Source: an optimization exercise on an open RTL-to-GDS flow (aim: small area). Production flows keep margins and buffers that such runs may drop.
The RTL was checked by simulation tests, not by an equivalence proof against the original design.
No activity file was given, so power comes from the tool's default toggle rates.

===== design/flow/design.v =====
package regfile_pkg;
  localparam int unsigned DEF_DATA_W = 32;
  localparam int unsigned DEF_ADDR_W = 5;
  localparam int unsigned DEF_NRD    = 2;
  localparam logic [DEF_ADDR_W-1:0] REG_ZERO = '0;
endpackage
module regfile_rd_mux
#(
  parameter int unsigned DATA_W = regfile_pkg::DEF_DATA_W,
  parameter int unsigned ADDR_W = regfile_pkg::DEF_ADDR_W
) (
  input  logic [(2**ADDR_W)*DATA_W-1:0] i_words,
  input  logic [ADDR_W-1:0]             i_sel,
  output logic [DATA_W-1:0]             o_data_c
);
  localparam int unsigned NREG = 2**ADDR_W;
  always_comb begin
    o_data_c = '0;
    for (int unsigned k = 0; k < NREG; k++) begin
      if (i_sel == ADDR_W'(k)) begin
        o_data_c = i_words[k*DATA_W +: DATA_W];
      end
    end
  end
endmodule
module regfile_nrd_1wr
#(
  parameter int unsigned DATA_W   = regfile_pkg::DEF_DATA_W,
  parameter int unsigned ADDR_W   = regfile_pkg::DEF_ADDR_W,
  parameter int unsigned NRD      = regfile_pkg::DEF_NRD,
  parameter int unsigned ZERO_REG = 1,
  parameter int unsigned BYPASS   = 1,
  parameter int unsigned RD_LAT   = 0
) (
  input  logic                  clk,
  input  logic                  rst_n,
  input  logic                  we,
  input  logic [ADDR_W-1:0]     waddr,
  input  logic [DATA_W-1:0]     wdata,
  input  logic [NRD*ADDR_W-1:0] raddr,
  output logic [NRD*DATA_W-1:0] rdata
);
  localparam int unsigned NREG = 2**ADDR_W;
  logic [DATA_W-1:0]      r_mem [NREG];
  logic [NRD*DATA_W-1:0]  r_rdata;
  logic                   w_wr_en;
  logic [NREG-1:0]        w_wdec;
  logic [NREG*DATA_W-1:0] w_words;
  logic [NRD*DATA_W-1:0]  w_rd;
  always_comb begin
    w_wr_en = rst_n && we && !((ZERO_REG != 0) && (waddr == ADDR_W'(regfile_pkg::REG_ZERO)));
    w_wdec  = '0;
    for (int unsigned k = 0; k < NREG; k++) begin
      w_wdec[k] = w_wr_en && (waddr == ADDR_W'(k));
    end
  end
  always_ff @(posedge clk) begin
    if (!rst_n) begin
      for (int unsigned k = 0; k < NREG; k++) begin
        r_mem[k] <= '0;
      end
      r_rdata <= '0;
    end else begin
      for (int unsigned k = 0; k < NREG; k++) begin
        if (w_wdec[k]) begin
          r_mem[k] <= wdata;
        end
      end
      if (RD_LAT != 0) begin
        r_rdata <= w_rd;
      end
    end
  end
  for (genvar k = 0; k < NREG; k++) begin : g_word
    assign w_words[k*DATA_W +: DATA_W] = ((ZERO_REG != 0) && (k == 0)) ? '0 : r_mem[k];
  end
  for (genvar p = 0; p < NRD; p++) begin : g_rd
    logic [ADDR_W-1:0] w_addr;
    logic [DATA_W-1:0] w_mux;
    logic              w_hit;
    assign w_addr = raddr[p*ADDR_W +: ADDR_W];
    regfile_rd_mux #(
      .DATA_W (DATA_W),
      .ADDR_W (ADDR_W)
    ) u_rd_mux (
      .i_words  (w_words),
      .i_sel    (w_addr),
      .o_data_c (w_mux)
    );
    assign w_hit = (BYPASS != 0) && w_wr_en && (w_addr == waddr);
    assign w_rd[p*DATA_W +: DATA_W] = w_hit ? wdata : w_mux;
  end
  assign rdata = (RD_LAT != 0) ? r_rdata : w_rd;
endmodule

===== design/flow/run.sh =====
#!/bin/bash
# synth_recipe.tcl (not shown) runs the flow's synth.tcl, then flattens the netlist and writes it again
# the make line also repeats each setting of config.mk as NAME=value (left out here)
make -C /OpenROAD-flow-scripts/flow DESIGN_CONFIG=/design/flow/config.mk WORK_HOME=/design/flow/orfs CLKGATE_MAP_FILE= SYNTH_SCRIPT=/design/flow/synth_recipe.tcl finish

===== design/flow/config.mk =====
export PLATFORM = sky130hd
export DESIGN_NAME = regfile_nrd_1wr
export DESIGN_NICKNAME = regfile_nrd_1wr
export VERILOG_FILES = /design/flow/design.v
export SDC_FILE = /design/flow/constraint.sdc
export NUM_CORES = 4
export LEC_CHECK = 0
export CAP_MARGIN = 20
export CORE_MARGIN = 2
export CORE_UTILIZATION = 30
export PLACE_DENSITY = 0.5
export SETUP_SLACK_MARGIN = 0.8
export SLEW_MARGIN = 20

===== design/flow/constraint.sdc =====
create_clock -name core_clock -period 8.0 [get_ports {clk}]
set_input_delay 1.6000 -clock core_clock [delete_from_list [all_inputs] [get_ports {clk}]]
set_output_delay 1.6000 -clock core_clock [all_outputs]
set_load 0.01 [all_outputs]

==> summary.txt <==
-- power by group through the flow --
stage | combinational, mW | sequential [mW] | clock, mW
2_1_floorplan | 0.783 | 5.08 | 0
3_3_place_gp | 2.05 | 5.10 | 0
3_5_place_dp | 2.05 | 5.10 | 0
4_1_cts | 2.06 | 4.99 | 5.89
5_1_grt | 2.14 | 4.99 | 6.07
6_report | 2.21 | 4.99 | 5.88
-- critical path, delay by kind of cell --
family	cells	cell delay, ps
simple gates	2	460
compound gates	5	1970
buf+inv	4	1700
-- area by class of cell --
cell class	count	area share [%]
Antenna cell	35	0.130
Clock buffer	168	5.05
Clock inverter	56	1.02
Inverter	18	0.100
Multi-Input combinational cell	5926	49.9
Sequential cell	992	29.4
Tap cell	2495	4.63
Timing Repair Buffer	792	9.72
-- synthesized netlist by cell type, types with 22 or more instances --
master | count | area, um2
sky130_fd_sc_hd__a211oi_1 | 44 | 330
sky130_fd_sc_hd__mux2_2 | 40 | 450
sky130_fd_sc_hd__mux2i_1 | 106 | 1060
sky130_fd_sc_hd__dfxtp_1 | 992 | 19900
sky130_fd_sc_hd__o221ai_1 | 53 | 464
sky130_fd_sc_hd__a22o_1 | 27 | 236
sky130_fd_sc_hd__a32oi_1 | 27 | 236
sky130_fd_sc_hd__a21oi_1 | 381 | 1910
sky130_fd_sc_hd__and3_1 | 30 | 188
sky130_fd_sc_hd__nor2_1 | 320 | 1200
sky130_fd_sc_hd__clkbuf_1 | 529 | 1990
sky130_fd_sc_hd__buf_4 | 24 | 180
sky130_fd_sc_hd__a221oi_1 | 70 | 613
sky130_fd_sc_hd__o22ai_1 | 219 | 1370
sky130_fd_sc_hd__nor2b_1 | 39 | 244
sky130_fd_sc_hd__a22oi_1 | 122 | 916
sky130_fd_sc_hd__o211ai_1 | 33 | 248
sky130_fd_sc_hd__nand2_1 | 2275 | 8540
sky130_fd_sc_hd__buf_2 | 161 | 806
sky130_fd_sc_hd__nor3_1 | 86 | 430
sky130_fd_sc_hd__a221o_1 | 22 | 220
sky130_fd_sc_hd__nand2b_1 | 33 | 206
sky130_fd_sc_hd__o31ai_1 | 23 | 173
sky130_fd_sc_hd__a222oi_1 | 25 | 250
sky130_fd_sc_hd__o22a_1 | 25 | 219
sky130_fd_sc_hd__or3_1 | 37 | 231
sky130_fd_sc_hd__o21ai_0 | 393 | 1970
sky130_fd_sc_hd__nand3_1 | 90 | 450
sky130_fd_sc_hd__a31oi_1 | 43 | 269
sky130_fd_sc_hd__a21boi_0 | 993 | 7450
sky130_fd_sc_hd__buf_1 | 51 | 191
-- final timing paths --
path / cells past startpoint / slack, ps / from / endpoint
worst max-delay path: 11 / 520 / raddr[0] / rdata[9]
worst min register to register: 2 / 470 / r_mem[19][31] / r_mem[19][31]
worst min-delay path: 2 / 470 / r_mem[19][31] / r_mem[19][31]
worst max register to register: 2 / 6840 / r_mem[19][23] / r_mem[19][23]
-- timing repair --
action | 4_1_cts | 5_1_grt
cloned | 0 | 0
buffers inserted | 1 | 8
resized for setup | 45 | 13
endpoints found under the setup margin | 35 | 14
hold endpoints to repair | 0 | 0
pin swaps | 1 | 3
-- kinds of logic (layout without fill, tap and decap cells) --
family	count (synthesis)	in the layout	share of synthesized area (%)
other	0	35	0
flip-flops	992	992	35.3
XOR/XNOR	11	11	0.171
multiplexers	155	155	3.04
buffers and inverters	798	1034	5.96
AND/OR/NAND/NOR	3067	3067	22.7
AO/OA/AOI/OAI	2693	2693	32.9
-- metal layers --
| layer | vias up | track usage, % |
|---|---|---|
| met5 | - | 0.378 |
| met4 | 46 | 30.0 |
| met3 | 1287 | 16.3 |
| met2 | 5868 | 66.3 |
| met1 | 34900 | 67.0 |
| li1 | 27400 | - |
-- stage by stage --
| step | setup TNS, ps | cell area, um2 |
|---|---|---|
| 5_1_grt | 0 | 67400 |
| 6_report | 0 | 67400 |
| 4_1_cts | 0 | 67200 |
| 3_3_place_gp | -268 | 62800 |
| 3_5_place_dp | -87.5 | 62900 |
| 2_1_floorplan | 0 | 56300 |
==> results.toml <==
[run_status]
outcome = "complete, no violations"

[power_and_ir_drop]
p_comb_share_pct = 16.9
p_clk_share_pct = 44.9
switching_part_of_the_total_power_pct = 32.3
cellInternalPower_mw = 8.86
power_mw = 13.1
share_seq_of_total_power_pct = 38.2
total_switching_power_mw = 4.22
p_leak_nw = 22.6
p_per_area_nw_per_um2 = 194
vdd_ir_drop_max_v = 0.000198

[route]
routed-wl-met3_um = 62600
route.final.wire_length_um = 490000
route.top_layer_used = "met5"
drt_iter0_markers = 12900
met1_length_um = 202000
met2_length_um = 188000
first_pass_iters = 9
antenna_violating_nets_post_route = 0
vias = 69500
detail_route.wl_per_cell_um = 46.8
vias_per_cell = 6.63
total_drc_errors_in_the_routed_layout = 0

[setup_path]
worst_path_max_delay_cell = "sky130_fd_sc_hd__o21ai_0"
timing.critical_path.from_type = "input pin"
worstPathCellList = "buf_8, buf_12, or3b_2, buf_4, o21ai_0, nand2_1, a21oi_1, o21ai_0, a21oi_1, o21ai_0, clkdlybuf4s50_1"
critical_path.most_common_cell = "sky130_fd_sc_hd__o21ai_0"
worst-path-max-fanout = 35
cpPeakStageDelay_ps = 730
end_kind = "output pin"
worstPathRequired_ps = 6400
timing.critical_path.arrival_ps = 5880
path_class = "input pin to output pin"

[global_routing]
initial_antenna_violation_count = 66
gr-usage-all-layers_pct = 49.3
global_route_wire_length_before_repair_um = 632000
largest_net_degree_at_the_start_of_global_routing = 194
total_grt_overflow = 0
first_global_vias = 61600

[placement]
detailedPlace.worstSlack_ps = -87.5
place.gp.congestion = 1.11
port_buffers = 113
detailed_place_hpwl_um = 361000
place.detailed.instances = 10200

[layout]
post_layout_nonfiller_instances = 10500
nNetsFinal = 7900
largestRegisters = "r_mem: 992 flops"
syn_to_final_growth_pct = 19.7
mostFrequentLayoutCell = "sky130_fd_sc_hd__nand2_1"
drive_gt1_share_pct = 14.4
layout.core_utilization_pct = 36.0
register_bank_with_the_most_flops = "r_mem"
seqCellArea_um2 = 19900
fillers = 20000
mostFrequentLayoutCells = "sky130_fd_sc_hd__nand2_1, sky130_fd_sc_hd__a21boi_0, sky130_fd_sc_hd__dfxtp_1"
largest_reg_flops = 992
multi_input_comb_area_um2 = 33700

[die]
horizontal_die_dimension_um = 437
floorplan.core_area_um2 = 187000
io_pins = 114
dieArea_um2 = 191000
floorplan.initialDensity_pct = 30.1
die_height_um = 437
rows = 159

[cts]
tritoncts_num_sinks = 992
h-tree-depth = 3
cts_inserted_buffers = 120
cts_hold_buf = 0
tritoncts = "yes"
clock_insertion_delay_worst_skew_ps = 830
cts_root_buffer = "sky130_fd_sc_hd__clkbuf_16"
cts_max_path_buffers = 3
worst_setup_hold_path_clk_slew_ps = 60

[sta]
final_hold_violation_count = 0
peak_freq_mhz = 134
grt_setup_unrepaired = "yes"
finalSetupViolCount = 0
finalWorstPathRequiredPeriod_ps = 7480
fin_worst_hold_slack_ps = 475
slew-limit-headroom_pct = 10.0
slew_violations = 0
final.setup_skew_ps = 0
timing.final.crit_share_pct = 93.5
finalWorstSetupSlack_ps = 517
tightest_slew_ps = 1350

[synth]
post_synth_inst_count = 7716
postSynthAreaPerCell_um2 = 7.30
synth_top_flop_cell = "sky130_fd_sc_hd__dfxtp_1"
post_synth_instance_area_um2 = 56300
share_of_synthesized_area_occupied_by_flip_flops_and_latches_pct = 35.3
synth_enable_flop_cells = 0
ffs_w_async_s_r_synth_pct = 0
netlist-cell-type-count = 96
yosysWarnings = 3
postSynthNetCount = 7766
number_of_synthesized_register_bits = 992

[flow_run]
drv.max_cap_violation_count = 0

[min_path]
min_path_type = "register to register"

what the ideal ports hide:
Ports are ideal in the flow. The routed layout listed here was re-timed in OpenROAD. Step 1 assumes that a clkbuf_16 drives the clock port and a buf_2 every other input. Step 2 times the ports against the registers' clock, not the clock port: input delays grow and output delays shrink by t, the midpoint of the rising clock arrivals with the driver on. Slacks: no drivers / after step 1 / after step 2; pairs: no drivers / after step 1.
t, ns: 0.926
slack for setup (ns): 0.517 / 0.468 / 0.468
worst setup path at the end: input to output
latest minus earliest clock arrival (ns): 0.053 / 0.053
After both steps this run still meets setup and hold. For this run, drivers alone change the setup slack by -0.049 ns; drivers and shift together by -0.049 ns.
